This is an optimization exercise on Yosys and OpenROAD, whose aim is small area and a short achievable clock period, not a production implementation.
Where RTL was checked, it was by simulation tests only, not by an equivalence proof against the original.
No activity file was given, so power comes from the tool's default toggle rates.

== run Z ==
==> flow/design.v <==
`timescale 1ns/1ps
module wedge_fitter (
	input logic clock,
	input logic reset,
	input logic clear_status,
	input logic [22:0] data_in,  
	input logic ds,
	output logic hold,
	input logic out_re,
	output logic [22:0] data_out,  
	output logic out_valid,
	output logic out_empty,
	input logic nocut,
	input logic [12:0] chi2cut_value,
	output logic [4:0] wedge_status  
);
	logic [22:0] H;
	logic [22:0] S [15];
	logic [4:0] i_cnt, i_cnt_next;
	logic i_empty, i_one, i_full;
	logic push_i, pop_i;
	logic [22:0] s_head;
	assign push_i = ds && !i_full;
	always_ff @(posedge clock)
	begin
		if (push_i)
		begin
			S[0] <= data_in;
			for (int k = 1; k < 15; k++)
				S[k] <= S[k-1];
		end
	end
	always_comb
	begin
		s_head = '0;
		for (int k = 0; k < 15; k++)
			s_head = s_head | (S[k] & {23{i_cnt == 5'(k + 2)}});
	end
	always_ff @(posedge clock)
	begin
		if (pop_i || i_empty)
			H <= s_head | (data_in & {23{i_empty || i_one}});
	end
	always_comb
	begin
		i_cnt_next = i_cnt;
		if (push_i && !pop_i)
			i_cnt_next = i_cnt + 5'd1;
		else if (pop_i && !push_i)
			i_cnt_next = i_cnt - 5'd1;
	end
	always_ff @(posedge clock)
	begin
		if (reset)
		begin
			i_cnt <= '0;
			i_empty <= 1'b1;
			i_one <= 1'b0;
			i_full <= 1'b0;
			hold <= 1'b0;
		end
		else
		begin
			i_cnt <= i_cnt_next;
			i_empty <= (i_cnt_next == 5'd0);
			i_one <= (i_cnt_next == 5'd1);
			i_full <= (i_cnt_next == 5'd16);
			hold <= (i_cnt_next >= 5'd12);
		end
	end
	localparam logic [1:0] C_IDLE = 2'd0, C_ROAD = 2'd1, C_WAIT = 2'd2;
	logic [1:0] c_state, c_state_next;
	logic w_ee, w_ep;
	logic t_empty, t_full;
	logic f_idle;
	logic dv;  
	logic drained;
	logic start_road, cand_valid, handoff, invalid_road;
	assign w_ee = H[22];
	assign w_ep = H[21];
	assign drained = t_empty && f_idle && !dv;
	always_comb
	begin
		c_state_next = c_state;
		pop_i = 1'b0;
		start_road = 1'b0;
		cand_valid = 1'b0;
		handoff = 1'b0;
		invalid_road = 1'b0;
		case (c_state)
			C_IDLE:
			begin
				if (!i_empty && w_ee)
					c_state_next = C_WAIT;
				else if (!i_empty && !t_full)
				begin
					pop_i = 1'b1;
					if (w_ep)
						invalid_road = 1'b1;
					else
					begin
						start_road = 1'b1;
						c_state_next = C_ROAD;
					end
				end
			end
			C_ROAD:
			begin
				if (!i_empty && w_ee)
				begin
					invalid_road = 1'b1;
					c_state_next = C_WAIT;
				end
				else if (!i_empty && !t_full)
				begin
					pop_i = 1'b1;
					cand_valid = 1'b1;
					if (w_ep)
						c_state_next = C_IDLE;
				end
			end
			C_WAIT:
			begin
				if (!i_empty && drained)
				begin
					handoff = 1'b1;
					pop_i = 1'b1;
					c_state_next = C_IDLE;
				end
			end
			default: c_state_next = C_IDLE;
		endcase
	end
	always_ff @(posedge clock)
	begin
		if (reset)
			c_state <= C_IDLE;
		else
			c_state <= c_state_next;
	end
	logic [20:0] cur_road;
	logic cur_par;
	logic [12:0] best_chisq;
	logic [7:0] best_track;
	logic best_par;
	logic have_cand;
	logic take;
	logic par_h;
	logic pass_r;
	logic tpar_r;
	function automatic less13(input [12:0] a, input [12:0] b);
		reg [15:0] lt, gt;
		integer w, i;
		begin
			lt = '0;
			gt = '0;
			for (i = 0; i < 13; i = i + 1)
			begin
				lt[i] = !a[i] && b[i];
				gt[i] = a[i] && !b[i];
			end
			for (w = 1; w < 16; w = w * 2)
				for (i = 0; i + w < 16; i = i + 2 * w)
				begin
					lt[i] = lt[i + w] || (!gt[i + w] && lt[i]);
					gt[i] = gt[i + w] || (!lt[i + w] && gt[i]);
				end
			less13 = lt[0];
		end
	endfunction
	assign par_h = ^H[20:0];
	assign take = !have_cand || less13(H[20:8], best_chisq);
	always_ff @(posedge clock)
	begin
		if (start_road)
		begin
			cur_road <= H[20:0];
			cur_par <= par_h;
		end
		if (cand_valid && take)
		begin
			best_chisq <= H[20:8];
			best_track <= H[7:0];
			best_par <= par_h;
		end
		if (cand_valid && w_ep)
		begin
			pass_r <= nocut || (take ? !less13(chi2cut_value, H[20:8]) : !less13(chi2cut_value, best_chisq));
			tpar_r <= !(cur_par ^ (take ? par_h : best_par));
		end
	end
	always_ff @(posedge clock)
	begin
		if (reset)
		begin
			have_cand <= 1'b0;
			dv <= 1'b0;
		end
		else
		begin
			dv <= cand_valid && w_ep;
			if (start_road)
				have_cand <= 1'b0;
			else if (cand_valid)
				have_cand <= 1'b1;
		end
	end
	logic [20:0] T_road [8];
	logic [20:0] T_fit [8];
	logic [3:0] t_cnt, t_cnt_next;
	logic t_push, t_pop;
	assign t_push = dv && pass_r;
	always_ff @(posedge clock)
	begin
		if (t_push)
		begin
			T_road[0] <= cur_road;
			T_fit[0] <= {best_chisq, best_track};
			for (int k = 1; k < 8; k++)
			begin
				T_road[k] <= T_road[k-1];
				T_fit[k] <= T_fit[k-1];
			end
		end
	end
	always_comb
	begin
		t_cnt_next = t_cnt;
		if (t_push && !t_pop)
			t_cnt_next = t_cnt + 4'd1;
		else if (t_pop && !t_push)
			t_cnt_next = t_cnt - 4'd1;
	end
	always_ff @(posedge clock)
	begin
		if (reset)
		begin
			t_cnt <= '0;
			t_empty <= 1'b1;
			t_full <= 1'b0;
		end
		else
		begin
			t_cnt <= t_cnt_next;
			t_empty <= (t_cnt_next == 4'd0);
			t_full <= (t_cnt_next == 4'd8);
		end
	end
	logic acc;
	logic [21:0] ee_hold;  
	always_ff @(posedge clock)
	begin
		if (reset || handoff)
			acc <= 1'b0;
		else if (t_push)
			acc <= acc ^ tpar_r;
	end
	always_ff @(posedge clock)
	begin
		if (handoff)
			ee_hold <= {H[21:9], acc, H[7:0]};
	end
	localparam logic [1:0] F_IDLE = 2'd0, F_TRK = 2'd1, F_EE = 2'd2;
	logic [1:0] f_state, f_state_next;
	logic o_full, o_empty;
	logic o_push, o_pop;
	logic [22:0] out_word;
	assign f_idle = (f_state == F_IDLE);
	always_comb
	begin
		f_state_next = f_state;
		o_push = 1'b0;
		t_pop = 1'b0;
		case (f_state)
			F_IDLE:
			begin
				if (!t_empty)
				begin
					if (!o_full)
					begin
						o_push = 1'b1;
						f_state_next = F_TRK;
					end
				end
				else if (handoff)
					f_state_next = F_EE;
			end
			F_TRK:
			begin
				if (!o_full)
				begin
					o_push = 1'b1;
					t_pop = 1'b1;
					f_state_next = F_IDLE;
				end
			end
			F_EE:
			begin
				if (!o_full)
				begin
					o_push = 1'b1;
					f_state_next = F_IDLE;
				end
			end
			default: f_state_next = F_IDLE;
		endcase
	end
	always_ff @(posedge clock)
	begin
		if (reset)
			f_state <= F_IDLE;
		else
			f_state <= f_state_next;
	end
	logic [7:0] sel_road, sel_fit;
	logic sel_ee;
	logic [20:0] t_head;
	always_ff @(posedge clock)
	begin
		for (int k = 0; k < 8; k++)
		begin
			sel_road[k] <= !reset && f_state_next == F_IDLE && t_cnt_next == 4'(k + 1);
			sel_fit[k] <= !reset && f_state_next == F_TRK && t_cnt_next == 4'(k + 1);
		end
		sel_ee <= !reset && f_state_next == F_EE;
	end
	always_comb
	begin
		t_head = '0;
		for (int k = 0; k < 8; k++)
			t_head = t_head | (T_road[k] & {21{sel_road[k]}}) | (T_fit[k] & {21{sel_fit[k]}});
		out_word = {sel_ee, sel_ee ? ee_hold[21] : (f_state == F_TRK), t_head | (ee_hold[20:0] & {21{sel_ee}})};
	end
	logic [22:0] O [16];
	logic [4:0] o_cnt, o_cnt_next;
	logic [22:0] o_head;
	assign o_pop = out_re && !o_empty;
	always_ff @(posedge clock)
	begin
		if (o_push)
		begin
			O[0] <= out_word;
			for (int k = 1; k < 16; k++)
				O[k] <= O[k-1];
		end
	end
	always_comb
	begin
		o_cnt_next = o_cnt;
		if (o_push && !o_pop)
			o_cnt_next = o_cnt + 5'd1;
		else if (o_pop && !o_push)
			o_cnt_next = o_cnt - 5'd1;
	end
	always_ff @(posedge clock)
	begin
		if (reset)
		begin
			o_cnt <= '0;
			o_empty <= 1'b1;
			o_full <= 1'b0;
			out_valid <= 1'b0;
		end
		else
		begin
			o_cnt <= o_cnt_next;
			o_empty <= (o_cnt_next == 5'd0);
			o_full <= (o_cnt_next == 5'd16);
			out_valid <= o_pop;
		end
	end
	always_comb
	begin
		o_head = '0;
		for (int k = 0; k < 16; k++)
			o_head = o_head | (O[k] & {23{o_cnt == 5'(k + 1)}});
	end
	always_ff @(posedge clock)
	begin
		data_out <= o_head;
	end
	assign out_empty = o_empty;
	logic in_ovf_seen, invalid_seen;
	always_ff @(posedge clock)
	begin
		if (clear_status || reset)
		begin
			in_ovf_seen <= 1'b0;
			invalid_seen <= 1'b0;
		end
		else
		begin
			in_ovf_seen <= in_ovf_seen | (ds && i_full);
			invalid_seen <= invalid_seen | invalid_road;
		end
	end
	assign wedge_status = {in_ovf_seen, 1'b0, invalid_seen, i_empty, o_empty};
endmodule
clock: 6.5 ns
lec_check: 0
abc_clock_period_in_ps: 1500
cap_margin: 0
core_margin: 2
core_utilization: 65
cts_buf_list: sky130_fd_sc_hd__clkbuf_16
cts_cluster_diameter: 60
cts_cluster_size: 30
setup_slack_margin: 4.05
slew_margin: 0
run.sh (not shown) runs the stock make flow with config.mk's settings and CLKGATE_MAP_FILE= SYNTH_SCRIPT=/design/flow/synth_recipe.tcl, a recipe that flattens the netlist after the stock synthesis.
The following lists how run D was set up differently from run Z:
--- a/flow/design.v
+++ b/flow/design.v
@@ -39,6 +39,8 @@
 	always_ff @(posedge clock)
 	begin
-		if (pop_i || i_empty)
-			H <= s_head | (data_in & {23{i_empty || i_one}});
+		if (pop_i)
+			H <= (i_empty || i_one) ? data_in : s_head;
+		else if (i_empty)
+			H <= data_in;
 	end
 	always_comb
--- outcome ---
The final layout from run D, which completed every stage, passed the timing, DRC and antenna checks at the end of the flow. Going from run Z to run D, static power due to leakage grew slightly. Run D vs. run Z: routed wire length went up by 1.6%. Of run D and run Z, run D shows the higher area overhead of the layout relative to synthesis, with run Z below it. Summary of run D over run Z: slew of the pin with the lowest slew margin saw a decrease, synthesized cell count saw an increase.
The RTL of run Z was laid out without a check of its function.

[re-timing with driven ports]
No port has a modelled driver above. Below, the same layouts with a new extraction and two added sets of constraints. Step 1, drivers: a clkbuf_16 drives clock and a buf_2 each remaining input, both assumed. Step 2, shift: input delay + t, output delay - t, t = (earliest + latest rising clock arrival at the registers) / 2. This alone moves slack from input paths to output paths. Slacks: no drivers / after step 1 / after step 2; pairs: no drivers / after step 1.
run	t, ns	setup WS [ns]	worst hold slack (ns)	slew at the worst register clock pin (ns)	pins driven straight from the clock port
run Z	0.710	3.870 / 3.885 / 3.175	0.424 / 0.424 / 0.424	0.11 / 0.11	1
run D	0.702	4.031 / 3.964 / 3.452	0.419 / 0.419 / 0.419	0.11 / 0.11	1
After both steps setup and hold are still met in every run listed. The setup slack of run Z, which loses most, moves by +0.015 ns with the drivers and by -0.695 ns with both steps.
